Background: an optimization exercise with open tools, aiming at small area, a short achievable clock period and few clock cycles per item. Do not read the settings as production practice.
At most, simulation tests tie the RTL to the original design; equivalence was not proved.

== 12-01 ==
==> module ascon_perm_engine, before the edit <==
module ascon_perm_engine #(
    parameter int UNROLL  = 1,
    parameter int SLICE_W = 64
) (
    input  logic         clk,
    input  logic         rst,
    input  logic         in_valid_i,
    output logic         in_ready_o,
    input  logic [3:0]   rounds_i,
    input  logic [319:0] state_i,
    output logic         out_valid_o,
    input  logic         out_ready_i,
    output logic [319:0] state_o,
    output logic         busy_o
);
    localparam int W = 64;
    logic [319:0] st_q;        
    logic [3:0]   r_q;         
    logic         busy_q;      
    logic         valid_q;     
    function automatic logic [W-1:0] ror(input logic [W-1:0] x, input int n);
        ror = (x >> n) | (x << (W - n));
    endfunction
    function automatic logic [319:0] half_a(input logic [319:0] s, input logic [7:0] c);
        logic [W-1:0] x0, x1, x2, x3, x4;
        x0 = s[4*W +: W];
        x1 = s[3*W +: W];
        x2 = s[2*W +: W];
        x3 = s[1*W +: W];
        x4 = s[0*W +: W];
        x2 = x2 ^ {{(W-8){1'b0}}, c};
        x0 = x0 ^ x4;
        x4 = x4 ^ x3;
        x2 = x2 ^ x1;
        half_a = {x0 ^ (~x1 & x2),
                  x1 ^ (~x2 & x3),
                  x2 ^ (~x3 & x4),
                  x3 ^ (~x4 & x0),
                  x4 ^ (~x0 & x1)};
    endfunction
    function automatic logic [319:0] half_b(input logic [319:0] s);
        logic [W-1:0] x0, x1, x2, x3, x4;
        x0 = s[4*W +: W];
        x1 = s[3*W +: W];
        x2 = s[2*W +: W];
        x3 = s[1*W +: W];
        x4 = s[0*W +: W];
        x1 = x1 ^ x0;
        x0 = x0 ^ x4;
        x3 = x3 ^ x2;
        x2 = ~x2;
        x0 = x0 ^ ror(x0, 19) ^ ror(x0, 28);
        x1 = x1 ^ ror(x1, 61) ^ ror(x1, 39);
        x2 = x2 ^ ror(x2, 1)  ^ ror(x2, 6);
        x3 = x3 ^ ror(x3, 10) ^ ror(x3, 17);
        x4 = x4 ^ ror(x4, 7)  ^ ror(x4, 41);
        half_b = {x0, x1, x2, x3, x4};
    endfunction
    logic [319:0] b_q;         
    logic         run;         
    logic         dlv;         
    logic         acc;         
    logic [3:0]   r0;          
    logic [3:0]   r_d;
    logic [7:0]   c_d;
    logic [319:0] a_in;
    always_comb begin
        b_q  = half_b(st_q);
        run  = busy_q & ~valid_q;
        dlv  = valid_q & out_ready_i;
        in_ready_o = ~busy_q | dlv;
        acc  = in_valid_i & in_ready_o;
        r0   = ((rounds_i == 4'd0) || (rounds_i > 4'd12)) ? 4'd0 : 4'd12 - rounds_i;
        r_d  = run ? r_q + 4'd1 : r0;
        c_d  = {~r_d, r_d};
        a_in = run ? b_q : state_i;
    end
    always_ff @(posedge clk) begin
        if (rst) begin
            busy_q  <= 1'b0;
            valid_q <= 1'b0;
        end else if (acc) begin
            busy_q  <= 1'b1;
            valid_q <= (r0 == 4'd11);
        end else if (dlv) begin
            busy_q  <= 1'b0;
            valid_q <= 1'b0;
        end else if (run) begin
            valid_q <= (r_q == 4'd10);
        end
    end
    always_ff @(posedge clk) begin
        if (~valid_q | out_ready_i) begin
            st_q <= half_a(a_in, c_d);
            r_q  <= r_d;
        end
    end
    assign out_valid_o = valid_q;
    assign busy_o      = busy_q;
    assign state_o     = b_q;
endmodule
export LEC_CHECK = 0
export CAP_MARGIN = 20
export CORE_MARGIN = 2
export CORE_UTILIZATION = 40
export SETUP_SLACK_MARGIN = 2.0
export SLEW_MARGIN = 20
create_clock -name core_clock -period 5.0 [get_ports {clk}]
run.sh (not shown) runs the stock make flow with config.mk's settings and CLKGATE_MAP_FILE= SYNTH_SCRIPT=/design/flow/synth_recipe.tcl, a recipe that flattens the netlist after the stock synthesis.
Edits applied to the flow inputs when going from 12-01 to 03-07:
--- a/flow/design.v
+++ b/flow/design.v
@@ -23,6 +23,7 @@
         ror = (x >> n) | (x << (W - n));
     endfunction
-    function automatic logic [319:0] half_a(input logic [319:0] s, input logic [7:0] c);
+    function automatic logic [319:0] round_f(input logic [319:0] s, input logic [7:0] c);
         logic [W-1:0] x0, x1, x2, x3, x4;
+        logic [W-1:0] t0, t1, t2, t3, t4;
         x0 = s[4*W +: W];
         x1 = s[3*W +: W];
@@ -34,17 +35,14 @@
         x4 = x4 ^ x3;
         x2 = x2 ^ x1;
-        half_a = {x0 ^ (~x1 & x2),
-                  x1 ^ (~x2 & x3),
-                  x2 ^ (~x3 & x4),
-                  x3 ^ (~x4 & x0),
-                  x4 ^ (~x0 & x1)};
-    endfunction
-    function automatic logic [319:0] half_b(input logic [319:0] s);
-        logic [W-1:0] x0, x1, x2, x3, x4;
-        x0 = s[4*W +: W];
-        x1 = s[3*W +: W];
-        x2 = s[2*W +: W];
-        x3 = s[1*W +: W];
-        x4 = s[0*W +: W];
+        t0 = ~x0 & x1;
+        t1 = ~x1 & x2;
+        t2 = ~x2 & x3;
+        t3 = ~x3 & x4;
+        t4 = ~x4 & x0;
+        x0 = x0 ^ t1;
+        x1 = x1 ^ t2;
+        x2 = x2 ^ t3;
+        x3 = x3 ^ t4;
+        x4 = x4 ^ t0;
         x1 = x1 ^ x0;
         x0 = x0 ^ x4;
@@ -56,7 +54,6 @@
         x3 = x3 ^ ror(x3, 10) ^ ror(x3, 17);
         x4 = x4 ^ ror(x4, 7)  ^ ror(x4, 41);
-        half_b = {x0, x1, x2, x3, x4};
+        round_f = {x0, x1, x2, x3, x4};
     endfunction
-    logic [319:0] b_q;         
     logic         run;         
     logic         dlv;         
@@ -64,8 +61,6 @@
     logic [3:0]   r0;          
     logic [3:0]   r_d;
-    logic [7:0]   c_d;
-    logic [319:0] a_in;
+    logic [319:0] rin;
     always_comb begin
-        b_q  = half_b(st_q);
         run  = busy_q & ~valid_q;
         dlv  = valid_q & out_ready_i;
@@ -74,6 +69,5 @@
         r0   = ((rounds_i == 4'd0) || (rounds_i > 4'd12)) ? 4'd0 : 4'd12 - rounds_i;
         r_d  = run ? r_q + 4'd1 : r0;
-        c_d  = {~r_d, r_d};
-        a_in = run ? b_q : state_i;
+        rin  = run ? st_q : state_i;
     end
     always_ff @(posedge clk) begin
@@ -93,5 +87,5 @@
     always_ff @(posedge clk) begin
         if (~valid_q | out_ready_i) begin
-            st_q <= half_a(a_in, c_d);
+            st_q <= round_f(rin, {~r_d, r_d});
             r_q  <= r_d;
         end
@@ -99,5 +93,5 @@
     assign out_valid_o = valid_q;
     assign busy_o      = busy_q;
-    assign state_o     = b_q;
+    assign state_o     = st_q;
 endmodule
 `default_nettype wire
Notes after the runs:
03-07 vs 12-01, most common cell after layout, fill and taps aside: xnor2_1 vs buf_4
Via count was lower in the run labelled 03-07.
Looking at cell count, 03-07 sits 608 below 12-01.
03-07 ends up with a met1 global-route usage that is 1.1 points lower than in 12-01.
03-07 gives less non-clock buffer count than 12-01 did.
[03-07 vs 12-01] floorplan die width: lower in 03-07
Compared with 12-01, 03-07 shows a pin count of the biggest net entering global routing that is 29 lower.
Setup slack in 03-07 is larger than in 12-01.
Number of nets produced by synthesis across 12-01 and 03-07: no real change.
03-07 completed; timing, DRC and antenna clean
No run of this note included a check of the RTL's function; only the layout flow was run.

* * *

## 06-15
The RTL this note starts from:
==> flow/design.v <==
`default_nettype none
module ascon_perm_engine #(
    parameter int UNROLL  = 1,
    parameter int SLICE_W = 64
) (
    input  logic         clk,
    input  logic         rst,
    input  logic         in_valid_i,
    output logic         in_ready_o,
    input  logic [3:0]   rounds_i,
    input  logic [319:0] state_i,
    output logic         out_valid_o,
    input  logic         out_ready_i,
    output logic [319:0] state_o,
    output logic         busy_o
);
    localparam int W = 64;
    logic [319:0] st_q;        
    logic [3:0]   r_q;         
    logic         busy_q;      
    logic         valid_q;     
    logic         run_q;       
    logic         ld_q;        
    function automatic logic [W-1:0] ror(input logic [W-1:0] x, input int n);
        ror = (x >> n) | (x << (W - n));
    endfunction
    function automatic logic [319:0] half_a(input logic [319:0] s, input logic [7:0] c);
        logic [W-1:0] x0, x1, x2, x3, x4;
        logic [W-1:0] t0, t1, t2, t3, t4;
        x0 = s[4*W +: W];
        x1 = s[3*W +: W];
        x2 = s[2*W +: W];
        x3 = s[1*W +: W];
        x4 = s[0*W +: W];
        x2 = x2 ^ {{(W-8){1'b0}}, c};
        x0 = x0 ^ x4;
        x4 = x4 ^ x3;
        x2 = x2 ^ x1;
        t0 = ~x0 & x1;
        t1 = ~x1 & x2;
        t2 = ~x2 & x3;
        t3 = ~x3 & x4;
        t4 = ~x4 & x0;
        x0 = x0 ^ t1;
        x1 = x1 ^ t2;
        x2 = x2 ^ t3;
        x3 = x3 ^ t4;
        x4 = x4 ^ t0;
        x1 = x1 ^ x0;
        x0 = x0 ^ x4;
        x3 = x3 ^ x2;
        x2 = ~x2;
        half_a = {x0, x1, x2, x3, x4};
    endfunction
    function automatic logic [319:0] lin(input logic [319:0] s);
        logic [W-1:0] x0, x1, x2, x3, x4;
        x0 = s[4*W +: W];
        x1 = s[3*W +: W];
        x2 = s[2*W +: W];
        x3 = s[1*W +: W];
        x4 = s[0*W +: W];
        x0 = x0 ^ ror(x0, 19) ^ ror(x0, 28);
        x1 = x1 ^ ror(x1, 61) ^ ror(x1, 39);
        x2 = x2 ^ ror(x2, 1)  ^ ror(x2, 6);
        x3 = x3 ^ ror(x3, 10) ^ ror(x3, 17);
        x4 = x4 ^ ror(x4, 7)  ^ ror(x4, 41);
        lin = {x0, x1, x2, x3, x4};
    endfunction
    logic [319:0] l_q;         
    logic         dlv;         
    logic         acc;         
    logic [3:0]   r0;          
    logic [3:0]   r_d;
    logic [319:0] a_in;
    always_comb begin
        l_q  = lin(st_q);
        dlv  = valid_q & out_ready_i;
        in_ready_o = ~busy_q | dlv;
        acc  = in_valid_i & in_ready_o;
        r0   = ((rounds_i == 4'd0) || (rounds_i > 4'd12)) ? 4'd0 : 4'd12 - rounds_i;
        r_d  = run_q ? r_q + 4'd1 : r0;
        a_in[319:160] = run_q ? l_q[319:160] : state_i[319:160];
        a_in[159:0]   = ld_q  ? state_i[159:0] : l_q[159:0];
    end
    always_ff @(posedge clk) begin
        if (rst) begin
            busy_q  <= 1'b0;
            valid_q <= 1'b0;
            run_q   <= 1'b0;
            ld_q    <= 1'b1;
        end else if (acc) begin
            busy_q  <= 1'b1;
            valid_q <= (r0 == 4'd11);
            run_q   <= (r0 != 4'd11);
            ld_q    <= (r0 == 4'd11);
        end else if (dlv) begin
            busy_q  <= 1'b0;
            valid_q <= 1'b0;
        end else if (run_q) begin
            valid_q <= (r_q == 4'd10);
            run_q   <= (r_q != 4'd10);
            ld_q    <= (r_q == 4'd10);
        end
    end
    always_ff @(posedge clk) begin
        if (~valid_q | out_ready_i) begin
            st_q <= half_a(a_in, {~r_d, r_d});
            r_q  <= r_d;
        end
    end
    assign out_valid_o = valid_q;
    assign busy_o      = busy_q;
    assign state_o     = l_q;
endmodule
`default_nettype wire
export LEC_CHECK = 0
export CAP_MARGIN = 20
export CORE_MARGIN = 2
export CORE_UTILIZATION = 40
export SETUP_SLACK_MARGIN = 1.5
export SLEW_MARGIN = 20
create_clock -name core_clock -period 5.0 [get_ports {clk}]
standard.sh (not shown) runs the stock make flow with config.mk's settings and CLKGATE_MAP_FILE= SYNTH_SCRIPT=/design/flow/synth_recipe.tcl, a recipe that flattens the netlist after the stock synthesis.
==> flow/flow/run.sh <==
#!/bin/bash
# Own layout flow: the standard flow (standard synthesis, floorplan, power
# grid, placement, CTS, routing) with two changes to how it is made:
#  - ports are buffered with buf_2 instead of the default buffer choice;
#  - timing repair uses its default moves.
# ORFS writes every tool's full log under orfs/logs/; make's own output goes
# to flow_make.log here.
set -euo pipefail
export BUFFER_PORTS_ARGS="-buffer_cell sky130_fd_sc_hd__buf_2"


bash standard.sh finish > flow_make.log 2>&1
Having completed the whole flow, 06-15 delivered a layout that passed the timing, DRC and antenna checks.
Testbench counts of 06-15, summed over its fixed seeds: cycles 11,884, items 1,280.
### 06-15 -> 01-24
==> flow/design.v, changed modules only <==
module ascon_perm_engine #(
    parameter int UNROLL  = 1,
    parameter int SLICE_W = 64
) (
    input  logic         clk,
    input  logic         rst,
    input  logic         in_valid_i,
    output logic         in_ready_o,
    input  logic [3:0]   rounds_i,
    input  logic [319:0] state_i,
    output logic         out_valid_o,
    input  logic         out_ready_i,
    output logic [319:0] state_o,
    output logic         busy_o
);
    localparam int W = 64;
    logic [319:0] st_q;        
    logic [3:0]   r_q;         
    logic         busy_q;      
    logic         valid_q;     
    logic         run_q;       
    logic         ld_q;        
    function automatic logic [W-1:0] ror(input logic [W-1:0] x, input int n);
        ror = (x >> n) | (x << (W - n));
    endfunction
    function automatic logic [319:0] round_f(input logic [319:0] s, input logic [7:0] c);
        logic [W-1:0] x0, x1, x2, x3, x4;
        logic [W-1:0] t0, t1, t2, t3, t4;
        x0 = s[4*W +: W];
        x1 = s[3*W +: W];
        x2 = s[2*W +: W];
        x3 = s[1*W +: W];
        x4 = s[0*W +: W];
        x2 = x2 ^ {{(W-8){1'b0}}, c};
        x0 = x0 ^ x4;
        x4 = x4 ^ x3;
        x2 = x2 ^ x1;
        t0 = ~x0 & x1;
        t1 = ~x1 & x2;
        t2 = ~x2 & x3;
        t3 = ~x3 & x4;
        t4 = ~x4 & x0;
        x0 = x0 ^ t1;
        x1 = x1 ^ t2;
        x2 = x2 ^ t3;
        x3 = x3 ^ t4;
        x4 = x4 ^ t0;
        x1 = x1 ^ x0;
        x0 = x0 ^ x4;
        x3 = x3 ^ x2;
        x2 = ~x2;
        x0 = x0 ^ ror(x0, 19) ^ ror(x0, 28);
        x1 = x1 ^ ror(x1, 61) ^ ror(x1, 39);
        x2 = x2 ^ ror(x2, 1)  ^ ror(x2, 6);
        x3 = x3 ^ ror(x3, 10) ^ ror(x3, 17);
        x4 = x4 ^ ror(x4, 7)  ^ ror(x4, 41);
        round_f = {x0, x1, x2, x3, x4};
    endfunction
    logic         dlv;         
    logic         acc;         
    logic [3:0]   r0;          
    logic [3:0]   r_d;
    logic [319:0] rin;
    always_comb begin
        dlv  = valid_q & out_ready_i;
        in_ready_o = ~busy_q | dlv;
        acc  = in_valid_i & in_ready_o;
        r0   = ((rounds_i == 4'd0) || (rounds_i > 4'd12)) ? 4'd0 : 4'd12 - rounds_i;
        r_d  = run_q ? r_q + 4'd1 : r0;
        rin[319:160] = run_q ? st_q[319:160] : state_i[319:160];
        rin[159:0]   = ld_q  ? state_i[159:0] : st_q[159:0];
    end
    always_ff @(posedge clk) begin
        if (rst) begin
            busy_q  <= 1'b0;
            valid_q <= 1'b0;
            run_q   <= 1'b0;
            ld_q    <= 1'b1;
        end else if (acc) begin
            busy_q  <= 1'b1;
            valid_q <= (r0 == 4'd11);
            run_q   <= (r0 != 4'd11);
            ld_q    <= (r0 == 4'd11);
        end else if (dlv) begin
            busy_q  <= 1'b0;
            valid_q <= 1'b0;
        end else if (run_q) begin
            valid_q <= (r_q == 4'd10);
            run_q   <= (r_q != 4'd10);
            ld_q    <= (r_q == 4'd10);
        end
    end
    always_ff @(posedge clk) begin
        if (~valid_q | out_ready_i) begin
            st_q <= round_f(rin, {~r_d, r_d});
            r_q  <= r_d;
        end
    end
    assign out_valid_o = valid_q;
    assign busy_o      = busy_q;
    assign state_o     = st_q;
endmodule
### Flow results
- Every stage of the flow completed for 01-24, and the final layout passed the timing, DRC and antenna checks.
- Looking at starting density of the core, 01-24 sits 0.19 points lower than 06-15 does.
- In 01-24 relative to 06-15, multi-input combinational cell count had gone up by a little under 10%.
- Looking at number of global-route vias before repair across 01-24 and 06-15, the one that comes out lower is 06-15.
- Taking 06-15 as the reference point, the global placement routability congestion of 01-24 falls by 0.68%.
- Diff 06-15 -> 01-24: data required time at the worst endpoint rose 1360 ps; standard cell core area fell about 0.5%; fraction of area in clock buffers and inverters about even.
- Against 06-15, x dimension of the die in 01-24 fell slightly.
- Lower wire length of the first global-routing pass goes to 06-15 over 01-24.
No functional check of the RTL was part of 01-24.

## what the ideal ports hide
No port has a modelled driver above. Below, the same layouts with a new extraction and two added sets of constraints.
Step 1, drivers: a clkbuf_16 drives clk and a buf_2 each remaining input, both assumed.
Step 2, shift: input delay + t, output delay - t, t = (earliest + latest rising clock arrival at the registers) / 2. This alone moves slack from input paths to output paths.
a / b / c = ideal ports / drivers / drivers and shift; a / b = the first two.
| run | shift t [ns] | slack for setup (ns) | latest minus earliest clock arrival (ns) | slew at the worst register clock pin (ns) | cell pins on the clock port's net |
|---|---|---|---|---|---|
| 12-01 | 0.647 | 1.680 / 1.610 / 1.521 | 0.029 / 0.029 | 0.07 / 0.07 | 1 |
| 03-07 | 0.645 | 1.876 / 1.876 / 1.343 | 0.018 / 0.018 | 0.06 / 0.06 | 1 |
| 06-15 | 0.653 | 1.625 / 1.559 / 1.386 | 0.022 / 0.022 | 0.06 / 0.06 | 1 |
| 01-24 | 0.651 | 1.477 / 1.477 / 0.952 | 0.017 / 0.017 | 0.06 / 0.06 | 1 |
After both steps setup and hold are still met in every run listed. The setup slack of 03-07, which loses most, moves by 0.000 ns with the drivers and by -0.533 ns with both steps.
